What follows belongs to an exercise in optimizing a design on an open flow for small area, a short achievable clock period and few clock cycles; a production flow would make more cautious choices.
Only simulation tests tie the RTL to the original design; equivalence was not proved.

`run.sh`:
```
#!/bin/bash
# synth_recipe.tcl (not shown) runs the flow's synth.tcl, then flattens the netlist and writes it again
# the make line also repeats each setting of config.mk as NAME=value (left out here)
make -C /OpenROAD-flow-scripts/flow DESIGN_CONFIG=/design/flow/config.mk WORK_HOME=/design/flow/orfs CLKGATE_MAP_FILE= SYNTH_SCRIPT=/design/flow/synth_recipe.tcl finish
```
`config.mk`:
```
export PLATFORM = sky130hd
export DESIGN_NAME = dw_tile_top
export DESIGN_NICKNAME = dw_tile_top
export VERILOG_FILES = /design/flow/design.v
export SDC_FILE = /design/flow/constraint.sdc
export NUM_CORES = 4
export LEC_CHECK = 0
export CAP_MARGIN = 20
export CORE_MARGIN = 2
export CORE_UTILIZATION = 40
export SLEW_MARGIN = 20
```
`constraint.sdc`:
```
create_clock -name core_clock -period 14.0 [get_ports {clk}]
set_input_delay 2.8000 -clock core_clock [delete_from_list [all_inputs] [get_ports {clk}]]
set_output_delay 2.8000 -clock core_clock [all_outputs]
set_load 0.01 [all_outputs]
```
`design.v`:
```
`default_nettype none
package dw_quant_pkg;
    typedef logic signed [7:0]  data_t;    
    typedef logic signed [31:0] acc_t;
    typedef logic signed [15:0] mul_t;
    typedef logic        [5:0]  shift_t;
    typedef logic [71:0] kernel_t;    
    typedef struct packed {
        acc_t   bias;
        mul_t   mul;
        shift_t shift;
        data_t  relu_min;
        data_t  relu_max;
    } quant_t;
    typedef struct packed {
        logic  valid;
        logic  last;     
        data_t data;
    } tap_t;
    typedef struct packed {
        logic  valid;
        data_t data;
    } res_t;
endpackage
`default_nettype wire
`default_nettype none
package conv_geom_pkg;
    typedef logic        [15:0] dim_t;
    typedef logic signed [16:0] coord_t;   
    typedef logic        [31:0] addr_t;
    typedef struct packed {
        dim_t                in_img_h;
        dim_t                in_img_w;
        coord_t              tile_in_row;
        coord_t              tile_in_col;
        dim_t                tile_out_h;
        dim_t                tile_out_w;
        dim_t                channels;
        dim_t                stride;
        logic signed [7:0]    pad_value;
        addr_t               in_base;
        addr_t               buf_base;
    } tile_cfg_t;
    typedef struct packed {
        logic  en;
        addr_t addr;
    } mem_rd_req_t;
    typedef struct packed {
        logic                en;
        addr_t               addr;
        logic signed [7:0]   data;
    } buf_wr_t;
endpackage
`default_nettype wire
`timescale 1ns/1ps
`default_nettype none
module dw_tile_seq (
    input  wire                       clk,
    input  wire                       rst_n,
    input  wire                       start_i,
    input  wire  conv_geom_pkg::dim_t channels_i,
    input  wire                       ch_done_i,
    output logic                      busy_o,
    output logic                      done_o,
    output logic                      cfg_load_o,
    output logic                      ch_start_o,
    output conv_geom_pkg::dim_t       ch_idx_o
);
    typedef enum logic [1:0] {
        S_IDLE,
        S_CH_SETUP,
        S_CH_RUN,
        S_DONE
    } state_t;
    state_t state;
    conv_geom_pkg::dim_t   last_ch;
    assign last_ch = channels_i - 1'b1;
    assign cfg_load_o = start_i && ((state == S_IDLE) || (state == S_DONE));
    assign busy_o     = (state == S_CH_SETUP) || (state == S_CH_RUN);
    assign done_o     = (state == S_DONE);
    always_ff @(posedge clk or negedge rst_n) begin
        if (!rst_n) begin
            state      <= S_IDLE;
            ch_start_o <= 1'b0;
            ch_idx_o   <= '0;
        end else begin
            ch_start_o <= 1'b0;
            case (state)
                S_IDLE, S_DONE: begin
                    state <= S_IDLE;
                    if (start_i) begin
                        ch_idx_o <= '0;
                        state    <= S_CH_SETUP;
                    end
                end
                S_CH_SETUP: begin
                    ch_start_o <= 1'b1;
                    state      <= S_CH_RUN;
                end
                S_CH_RUN: begin
                    if (ch_done_i) begin
                        if (ch_idx_o == last_ch) begin
                            state <= S_DONE;
                        end else begin
                            ch_idx_o <= ch_idx_o + 1'b1;
                            state    <= S_CH_SETUP;
                        end
                    end
                end
                default: state <= S_IDLE;
            endcase
        end
    end
endmodule
`default_nettype wire
`timescale 1ns/1ps
`default_nettype none
module dw_tap_fetch (
    input  wire                             clk,
    input  wire                             rst_n,
    input  wire                             ch_start_i,
    input  wire  conv_geom_pkg::dim_t       ch_idx_i,
    input  wire  conv_geom_pkg::tile_cfg_t  cfg_i,
    output conv_geom_pkg::mem_rd_req_t      in_rd_o,
    input  wire  dw_quant_pkg::data_t       in_rd_data_i,
    output dw_quant_pkg::tap_t              tap_o
);
    logic       active;
    conv_geom_pkg::dim_t       oy;
    conv_geom_pkg::dim_t       ox;
    logic [1:0] ky;
    logic [1:0] kx;
    conv_geom_pkg::coord_t     row_base;    
    conv_geom_pkg::coord_t     col_base;
    conv_geom_pkg::coord_t     step;
    conv_geom_pkg::coord_t     row;
    conv_geom_pkg::coord_t     col;
    conv_geom_pkg::addr_t      plane_base;
    logic       pad;
    logic       tap_end;
    logic       side_valid;
    logic       side_last;
    logic       side_pad;
    dw_quant_pkg::data_t      side_pad_val;
    assign step    = conv_geom_pkg::coord_t'(cfg_i.stride);
    assign row     = row_base + conv_geom_pkg::coord_t'(ky);
    assign col     = col_base + conv_geom_pkg::coord_t'(kx);
    assign tap_end = (ky == 2'd2) && (kx == 2'd2);
    assign pad = row[16] || col[16] || (row[15:0] >= cfg_i.in_img_h) ||
                 (col[15:0] >= cfg_i.in_img_w);
    always_comb begin
        in_rd_o.en   = active && !pad;    
        in_rd_o.addr = plane_base + conv_geom_pkg::addr_t'(row[15:0]) * conv_geom_pkg::addr_t'(cfg_i.in_img_w) +
                       conv_geom_pkg::addr_t'(col[15:0]);
    end
    always_ff @(posedge clk or negedge rst_n) begin
        if (!rst_n) begin
            active     <= 1'b0;
            oy         <= '0;
            ox         <= '0;
            ky         <= '0;
            kx         <= '0;
            row_base   <= '0;
            col_base   <= '0;
            plane_base <= '0;
        end else if (ch_start_i) begin
            active     <= 1'b1;
            oy         <= '0;
            ox         <= '0;
            ky         <= '0;
            kx         <= '0;
            row_base   <= cfg_i.tile_in_row;
            col_base   <= cfg_i.tile_in_col;
            plane_base <= cfg_i.in_base +
                          conv_geom_pkg::addr_t'(ch_idx_i) * conv_geom_pkg::addr_t'(cfg_i.in_img_h) * conv_geom_pkg::addr_t'(cfg_i.in_img_w);
        end else if (active) begin
            if (kx != 2'd2) begin
                kx <= kx + 2'd1;
            end else begin
                kx <= '0;
                if (ky != 2'd2) begin
                    ky <= ky + 2'd1;
                end else begin
                    ky <= '0;
                    if (ox != cfg_i.tile_out_w - 1'b1) begin
                        ox       <= ox + 1'b1;
                        col_base <= col_base + step;
                    end else begin
                        ox       <= '0;
                        col_base <= cfg_i.tile_in_col;
                        if (oy != cfg_i.tile_out_h - 1'b1) begin
                            oy       <= oy + 1'b1;
                            row_base <= row_base + step;
                        end else begin
                            active <= 1'b0;
                        end
                    end
                end
            end
        end
    end
    always_ff @(posedge clk or negedge rst_n) begin
        if (!rst_n) begin
            side_valid   <= 1'b0;
            side_last    <= 1'b0;
            side_pad     <= 1'b0;
            side_pad_val <= '0;
        end else begin
            side_valid   <= active;
            side_last    <= active && tap_end;
            side_pad     <= pad;
            side_pad_val <= cfg_i.pad_value;
        end
    end
    always_comb begin
        tap_o.valid = side_valid;
        tap_o.last  = side_last;
        tap_o.data  = side_pad ? side_pad_val : in_rd_data_i;
    end
endmodule
`default_nettype wire
`timescale 1ns/1ps
`default_nettype none
module dw_mac_requant (
    input  wire                         clk,
    input  wire                         rst_n,
    input  wire  dw_quant_pkg::tap_t    tap_i,
    input  wire  dw_quant_pkg::kernel_t kernel_i,
    input  wire  dw_quant_pkg::quant_t  quant_i,
    output dw_quant_pkg::res_t          res_o
);
    logic [3:0]         tap_cnt;
    dw_quant_pkg::data_t              weight;
    logic signed [15:0] prod;
    dw_quant_pkg::acc_t               acc;
    dw_quant_pkg::acc_t               acc_next;
    logic               sum_valid;   
    logic signed [47:0] scaled;
    logic signed [47:0] shifted;
    dw_quant_pkg::data_t              clamped;
    assign weight   = kernel_i[8*tap_cnt +: 8];
    assign prod     = $signed(tap_i.data) * weight;
    assign acc_next = ((tap_cnt == 4'd0) ? quant_i.bias : acc) + dw_quant_pkg::acc_t'(prod);
    always_ff @(posedge clk or negedge rst_n) begin
        if (!rst_n) begin
            tap_cnt   <= '0;
            sum_valid <= 1'b0;
        end else begin
            sum_valid <= tap_i.valid && tap_i.last;
            if (tap_i.valid) begin
                tap_cnt <= tap_i.last ? 4'd0 : tap_cnt + 4'd1;
            end
        end
    end
    always_ff @(posedge clk) begin
        if (tap_i.valid) begin
            acc <= acc_next;
        end
    end
    assign scaled  = acc * $signed(quant_i.mul);
    assign shifted = scaled >>> quant_i.shift;    
    always_comb begin
        if (shifted > $signed(quant_i.relu_max)) begin
            clamped = quant_i.relu_max;
        end else if (shifted < $signed(quant_i.relu_min)) begin
            clamped = quant_i.relu_min;
        end else begin
            clamped = shifted[7:0];
        end
    end
    always_ff @(posedge clk or negedge rst_n) begin
        if (!rst_n) begin
            res_o <= '0;
        end else begin
            res_o.valid <= sum_valid;
            res_o.data  <= clamped;
        end
    end
endmodule
`default_nettype wire
`timescale 1ns/1ps
`default_nettype none
module dw_buf_writer (
    input  wire                            clk,
    input  wire                            rst_n,
    input  wire                            ch_start_i,
    input  wire  conv_geom_pkg::dim_t      ch_idx_i,
    input  wire  conv_geom_pkg::tile_cfg_t cfg_i,
    input  wire  dw_quant_pkg::res_t       res_i,
    output conv_geom_pkg::buf_wr_t         buf_wr_o,
    output logic                           ch_done_o
);
    conv_geom_pkg::addr_t ch_base;
    conv_geom_pkg::addr_t pix_cnt;
    conv_geom_pkg::addr_t pix_total;
    assign pix_total = conv_geom_pkg::addr_t'(cfg_i.tile_out_h) * conv_geom_pkg::addr_t'(cfg_i.tile_out_w);
    always_ff @(posedge clk or negedge rst_n) begin
        if (!rst_n) begin
            ch_base   <= '0;
            pix_cnt   <= '0;
            buf_wr_o  <= '0;
            ch_done_o <= 1'b0;
        end else begin
            buf_wr_o.en <= 1'b0;
            ch_done_o   <= 1'b0;
            if (ch_start_i) begin
                ch_base <= cfg_i.buf_base + conv_geom_pkg::addr_t'(ch_idx_i) * pix_total;
                pix_cnt <= '0;
            end else if (res_i.valid) begin
                buf_wr_o.en   <= 1'b1;
                buf_wr_o.addr <= ch_base + pix_cnt;   
                buf_wr_o.data <= res_i.data;
                pix_cnt       <= pix_cnt + 1'b1;
                ch_done_o     <= (pix_cnt == pix_total - 1'b1);
            end
        end
    end
endmodule
`default_nettype wire
`timescale 1ns/1ps
`default_nettype none
module dw_tile_runner (
    input  wire                            clk,
    input  wire                            rst_n,
    input  wire                            start_i,
    output logic                           busy_o,
    output logic                           done_o,
    input  wire  conv_geom_pkg::tile_cfg_t cfg_i,
    output conv_geom_pkg::mem_rd_req_t     in_rd_o,
    input  wire  dw_quant_pkg::data_t      in_rd_data_i,
    output conv_geom_pkg::buf_wr_t         buf_wr_o,
    input  wire  dw_quant_pkg::kernel_t    kernel_i,
    input  wire  dw_quant_pkg::quant_t     quant_i,
    output conv_geom_pkg::dim_t            ch_idx_o
);
    conv_geom_pkg::tile_cfg_t cfg_q;        
    logic      cfg_load;
    logic      ch_start;
    logic      ch_done;
    dw_quant_pkg::tap_t      tap;
    dw_quant_pkg::res_t      res;
    always_ff @(posedge clk) begin
        if (cfg_load) begin
            cfg_q <= cfg_i;
        end
    end
    dw_tile_seq u_seq (
        .clk        (clk),
        .rst_n      (rst_n),
        .start_i    (start_i),
        .channels_i (cfg_q.channels),
        .ch_done_i  (ch_done),
        .busy_o     (busy_o),
        .done_o     (done_o),
        .cfg_load_o (cfg_load),
        .ch_start_o (ch_start),
        .ch_idx_o   (ch_idx_o)
    );
    dw_tap_fetch u_fetch (
        .clk          (clk),
        .rst_n        (rst_n),
        .ch_start_i   (ch_start),
        .ch_idx_i     (ch_idx_o),
        .cfg_i        (cfg_q),
        .in_rd_o      (in_rd_o),
        .in_rd_data_i (in_rd_data_i),
        .tap_o        (tap)
    );
    dw_mac_requant u_mac (
        .clk      (clk),
        .rst_n    (rst_n),
        .tap_i    (tap),
        .kernel_i (kernel_i),
        .quant_i  (quant_i),
        .res_o    (res)
    );
    dw_buf_writer u_writer (
        .clk        (clk),
        .rst_n      (rst_n),
        .ch_start_i (ch_start),
        .ch_idx_i   (ch_idx_o),
        .cfg_i      (cfg_q),
        .res_i      (res),
        .buf_wr_o   (buf_wr_o),
        .ch_done_o  (ch_done)
    );
endmodule
`default_nettype wire
`timescale 1ns/1ps
`default_nettype none
module dw_tile_top (
    input  wire         clk,
    input  wire         rst_n,
    input  wire         start_i,
    output logic        busy_o,
    output logic        done_o,
    input  wire  [15:0] cfg_in_img_h_i,
    input  wire  [15:0] cfg_in_img_w_i,
    input  wire  [16:0] cfg_tile_in_row_i,
    input  wire  [16:0] cfg_tile_in_col_i,
    input  wire  [15:0] cfg_tile_out_h_i,
    input  wire  [15:0] cfg_tile_out_w_i,
    input  wire  [15:0] cfg_channels_i,
    input  wire  [15:0] cfg_stride_i,
    input  wire  [7:0]  cfg_pad_value_i,
    input  wire  [31:0] cfg_in_base_i,
    input  wire  [31:0] cfg_buf_base_i,
    output logic        in_rd_en_o,
    output logic [31:0] in_rd_addr_o,
    input  wire  [7:0]  in_rd_data_i,
    output logic        buf_wr_en_o,
    output logic [31:0] buf_wr_addr_o,
    output logic [7:0]  buf_wr_data_o,
    input  wire  [71:0] kernel_i,
    input  wire  [31:0] q_bias_i,
    input  wire  [15:0] q_mul_i,
    input  wire  [5:0]  q_shift_i,
    input  wire  [7:0]  q_relu_min_i,
    input  wire  [7:0]  q_relu_max_i,
    output logic [15:0] ch_idx_o
);
    conv_geom_pkg::tile_cfg_t   cfg;
    conv_geom_pkg::mem_rd_req_t in_rd;
    conv_geom_pkg::buf_wr_t     buf_wr;
    dw_quant_pkg::kernel_t      kernel;
    dw_quant_pkg::quant_t       quant;
    always_comb begin
        cfg.in_img_h    = cfg_in_img_h_i;
        cfg.in_img_w    = cfg_in_img_w_i;
        cfg.tile_in_row = cfg_tile_in_row_i;
        cfg.tile_in_col = cfg_tile_in_col_i;
        cfg.tile_out_h  = cfg_tile_out_h_i;
        cfg.tile_out_w  = cfg_tile_out_w_i;
        cfg.channels    = cfg_channels_i;
        cfg.stride      = cfg_stride_i;
        cfg.pad_value   = cfg_pad_value_i;
        cfg.in_base     = cfg_in_base_i;
        cfg.buf_base    = cfg_buf_base_i;
        kernel          = kernel_i;
        quant.bias      = q_bias_i;
        quant.mul       = q_mul_i;
        quant.shift     = q_shift_i;
        quant.relu_min  = q_relu_min_i;
        quant.relu_max  = q_relu_max_i;
    end
    assign in_rd_en_o    = in_rd.en;
    assign in_rd_addr_o  = in_rd.addr;
    assign buf_wr_en_o   = buf_wr.en;
    assign buf_wr_addr_o = buf_wr.addr;
    assign buf_wr_data_o = buf_wr.data;
    dw_tile_runner u_runner (
        .clk          (clk),
        .rst_n        (rst_n),
        .start_i      (start_i),
        .busy_o       (busy_o),
        .done_o       (done_o),
        .cfg_i        (cfg),
        .in_rd_o      (in_rd),
        .in_rd_data_i (in_rd_data_i),
        .buf_wr_o     (buf_wr),
        .kernel_i     (kernel),
        .quant_i      (quant),
        .ch_idx_o     (ch_idx_o)
    );
endmodule
`default_nettype wire
```
==> impl_metrics.tcl <==
set metrics [dict create \
    clock_skew_ps 62.5 \
    totalNegativeSetupSlack_ps 0 \
    antenna_violations_before_repair 17 \
    synthesis.instances 11400 \
    drt-wirelength-per-cell_um 20.2 \
    cts_buffer_depth 3 \
    mostFrequentLayoutCell "sky130_fd_sc_hd__inv_1" \
    reg2reg_from "u_runner.u_seq.ch_idx_o[8]$_DFFE_PN0P_" \
    path_clk_slew_ps 70 \
    drtPass1Iterations 6 \
    grt_pass1_wl_um 494000 \
    wire_length_on_met1_um 130000 \
    timing.critical_path.fanout_max 18 \
    timing.max_cap.violations 0 \
    reg2regPathDepth 47 \
    areaGrowthSynthToFinish_pct 11.7 \
    shortest_clock_period_the_worst_path_allows_after_layout_ps 13420 \
    post_synth_instance_area_sq_um 105000 \
    run_status "complete, no violations" \
    hold_path_class "reg2reg" \
    critical_path_arrival_ps 14090 \
    post_syn_area_per_cell_sq_um 9.15 \
    yosysUniqueCellTypes 113 \
    boundaryPins 447 \
    ys_top_cells_by_area "sky130_fd_sc_hd__fa_1 37%, sky130_fd_sc_hd__ha_1 9.9%, sky130_fd_sc_hd__inv_1 8.5%" \
    worst_slack_ps 581 \
    report.final.slew_viol_count 0 \
    setup.worst_path.end "u_runner.u_fetch.plane_base[31]$_DFFE_PN0P_" \
    post-route-util 0.450 \
    final_min_period_over_clock_period 0.959 \
    final_cell_count_no_fill 15300 \
    die_height_um 516 \
    synth_ff_type "sky130_fd_sc_hd__dfrtp_1" \
    mostFrequentLayoutCells "2381 x sky130_fd_sc_hd__inv_1, 1924 x sky130_fd_sc_hd__fa_1, 1328 x sky130_fd_sc_hd__nand2_1" \
    timing.final.setup_violations 0 \
    drc_errors 0 \
    grt_pass1_vias 86600 \
    floorplan.initialDensity 0.403 \
    finalInstanceArea_sq_um 117000 \
    hold-worst-slack_ps 332 \
    fraction_of_synthesis_flops_using_an_asynchronous_set_or_reset_pin 0.520 \
    critical_path.slowest_cell "sky130_fd_sc_hd__dfrtp_2" \
    final_nets 14900 \
    r2r_end "u_runner.u_fetch.plane_base[31]$_DFFE_PN0P_" \
    cts_num_sinks 487 \
    routed-wl-met3_um 18500 \
    maxSlewHeadroom 0.275 \
    rows 187 \
    met2WireLength_um 150000 \
    routed_via_density 5.18 \
    cpPeakStageDelay_ps 590 \
    synth_warnings 6 \
    timing.critical_path.from "u_runner.u_seq.ch_idx_o[8]$_DFFE_PN0P_" \
    drtIter0Drc 4928 \
    port-buffer-count 446 \
    place_area_sq_um 114000 \
    cts_tree "yes" \
    share_of_cells_above_drive_strength_1 0.0552 \
    grt_start_max_net_pins 73 \
    cts-hold-fix-buffers 0 \
    criticalPathCategory "reg2reg" \
    netlist.area_leader.share 0.368 \
    worst_margin_pin_slew_ps 1080 \
    synth_nets 14600 \
    achievable-frequency_mhz 74.5 \
    numCtsBuffers 69 \
    synth-seq-area-share 0.128 \
    synth-seq-cells 487 \
    ant_nets 0 \
    vias 79500 \
    worst_path_most_repeated_cell "sky130_fd_sc_hd__fa_1" \
    post-dp-hpwl_um 249000 \
    globalRouteOverflowTotal 0 \
    top_layer_used "met5" \
    cts_root_buffer "sky130_fd_sc_hd__clkbuf_16" \
    htree_num_levels 3 \
    crit_path_start_kind "flip-flop" \
    pre_cts_ws_ps -283 \
    die_area_sq_um 266000 \
    synth_edf_count 234 \
    timing.critical_path.required_ps 14670 \
    cp-end-kind "flip-flop" \
    rrSetupSlack_ps 580 \
    grt.total_usage 0.238 \
    placeable_core_region_sq_um 260000 \
    yosysTopAreaCell "sky130_fd_sc_hd__fa_1" \
    hold_violations 0 \
    die_w_um 516 \
    gp_congestion 0.920 \
    detail_route.wirelength_um 310000 \
    dpl.cell_count 15200 \
    clock_insertion_delay_worst_skew_ps 760 \
]
==> worst max-delay path, delay by kind of cell, from the launching register on <==
| kind | cells | cell delay, ps |
|---|---|---|
| xor gates and xnor gates | 12 | 2730 |
| adders and majority gates | 13 | 6380 |
| DFF | 1 | 590 |
| AOI/OAI and AO/OA | 11 | 2670 |
| and+or+nand+nor | 3 | 540 |
| buffers and inverters | 8 | 430 |
==> registers in the layout, indices dropped and copies added (netlist names), 4 cells and up <==
register                       cells
u_runner.u_fetch.col_base         17
u_runner.u_fetch.oy               16
u_runner.u_seq.ch_idx_o           16
u_runner.u_mac.tap_cnt             4
u_runner.u_writer.ch_base         32
u_runner.u_writer.buf_wr_o        41
u_runner.cfg_q                   202
u_runner.u_mac.res_o               9
u_runner.u_fetch.side_pad_val      8
u_runner.u_fetch.row_base         17
u_runner.u_writer.pix_cnt         32
u_runner.u_mac.acc                32
u_runner.u_fetch.plane_base       32
u_runner.u_fetch.ox               16
==> routing by layer <==
metal	track usage	up-vias
li1	-	35900
met1	0.311	40700
met2	0.404	2387
met3	0.0345	485
met4	0.0804	8
met5	0	-
==> timing repair <==
| item | CTS | global route |
|---|---|---|
| resized for setup | 1 | 13 |
| buffers inserted | 3 | 50 |
| pin swaps | 1 | 2 |
| setup endpoints to repair | 1 | 10 |
==> final cells by class <==
type / count / area, sq um
diodes: 8 / 20.0
clock buffers: 91 / 1910
clock inverters: 37 / 470
fillers: 24900 / 143000
inverters: 2385 / 8950
multi-input cells: 8063 / 80600
flip-flops and latches: 487 / 13400
well taps: 3496 / 4370
repair buffers: 773 / 7200
==> logic make-up after synthesis <==
logic type,synth area share
AO/OA/AOI/OAI,0.0696
XOR/XNOR,0.0421
adder cells (fa/ha/maj),0.467
buffers and inverters,0.104
flip-flops,0.128
multiplexers,0.0271
AND/OR/NAND/NOR,0.162
==> cell usage after synthesis (28+ instances only) <==
cell	number
sky130_fd_sc_hd__a31oi_1	29
sky130_fd_sc_hd__buf_1	32
sky130_fd_sc_hd__ha_1	832
sky130_fd_sc_hd__mux4_2	34
sky130_fd_sc_hd__fa_1	1924
sky130_fd_sc_hd__nor2_1	460
sky130_fd_sc_hd__nor3_1	114
sky130_fd_sc_hd__and3_1	80
sky130_fd_sc_hd__a21o_1	109
sky130_fd_sc_hd__mux2_2	80
sky130_fd_sc_hd__nor4_1	28
sky130_fd_sc_hd__edfxtp_1	234
sky130_fd_sc_hd__clkbuf_1	471
sky130_fd_sc_hd__nand2_1	1329
sky130_fd_sc_hd__o31ai_1	32
sky130_fd_sc_hd__a211oi_1	46
sky130_fd_sc_hd__xor2_1	162
sky130_fd_sc_hd__and2_1	989
sky130_fd_sc_hd__o21a_1	47
sky130_fd_sc_hd__nand3_1	117
sky130_fd_sc_hd__nor2b_1	60
sky130_fd_sc_hd__a21oi_1	312
sky130_fd_sc_hd__mux2i_1	116
sky130_fd_sc_hd__xnor2_1	318
sky130_fd_sc_hd__o21ai_0	296
sky130_fd_sc_hd__nand4_1	50
sky130_fd_sc_hd__dfrtp_1	253
sky130_fd_sc_hd__nand2b_1	98
sky130_fd_sc_hd__inv_1	2381
sky130_fd_sc_hd__or3_1	31
==> worst min path at each step <==
stage / start / end / slack, ps / cells after the start
after floorplan: u_runner.cfg_q[64]$_DFFE_PP_ / u_runner.u_fetch.side_pad_val[0]$_DFF_PN0_ / 330 / 0
after global placement: u_runner.cfg_q[71]$_DFFE_PP_ / u_runner.u_fetch.side_pad_val[7]$_DFF_PN0_ / 330 / 0
after detailed placement: u_runner.cfg_q[71]$_DFFE_PP_ / u_runner.u_fetch.side_pad_val[7]$_DFF_PN0_ / 330 / 0
after CTS: u_runner.cfg_q[64]$_DFFE_PP_ / u_runner.u_fetch.side_pad_val[0]$_DFF_PN0_ / 340 / 0
after global routing: u_runner.cfg_q[66]$_DFFE_PP_ / u_runner.u_fetch.side_pad_val[2]$_DFF_PN0_ / 340 / 0
final: u_runner.cfg_q[64]$_DFFE_PP_ / u_runner.u_fetch.side_pad_val[0]$_DFF_PN0_ / 330 / 0
Testbench counts, summed over its fixed seeds: cycles 190,863.

separate check: timing with driven ports:
The results above use ideal ports. As a check the final layout listed here was re-extracted and re-timed, cells and wires unchanged. Step 1, drivers: a clkbuf_16 drives clk and a buf_2 each remaining input, both assumed. Step 2 times the ports against the registers' clock, not the clock port: input delays grow and output delays shrink by t, the midpoint of the rising clock arrivals with the driver on. Slacks: no drivers / after step 1 / after step 2; pairs: no drivers / after step 1.
t (ns): 0.829
setup slack, ns: 0.581 / 0.581 / -0.051
worst hold slack (ns): 0.332 / 0.332 / 0.332
worst setup path at the end: input to register
latest minus earliest clock arrival (ns): 0.068 / 0.068
With both steps, setup timing fails in this run, where it was met with ideal ports. The setup slack of this run moves by 0.000 ns with the drivers and by -0.632 ns with both steps.
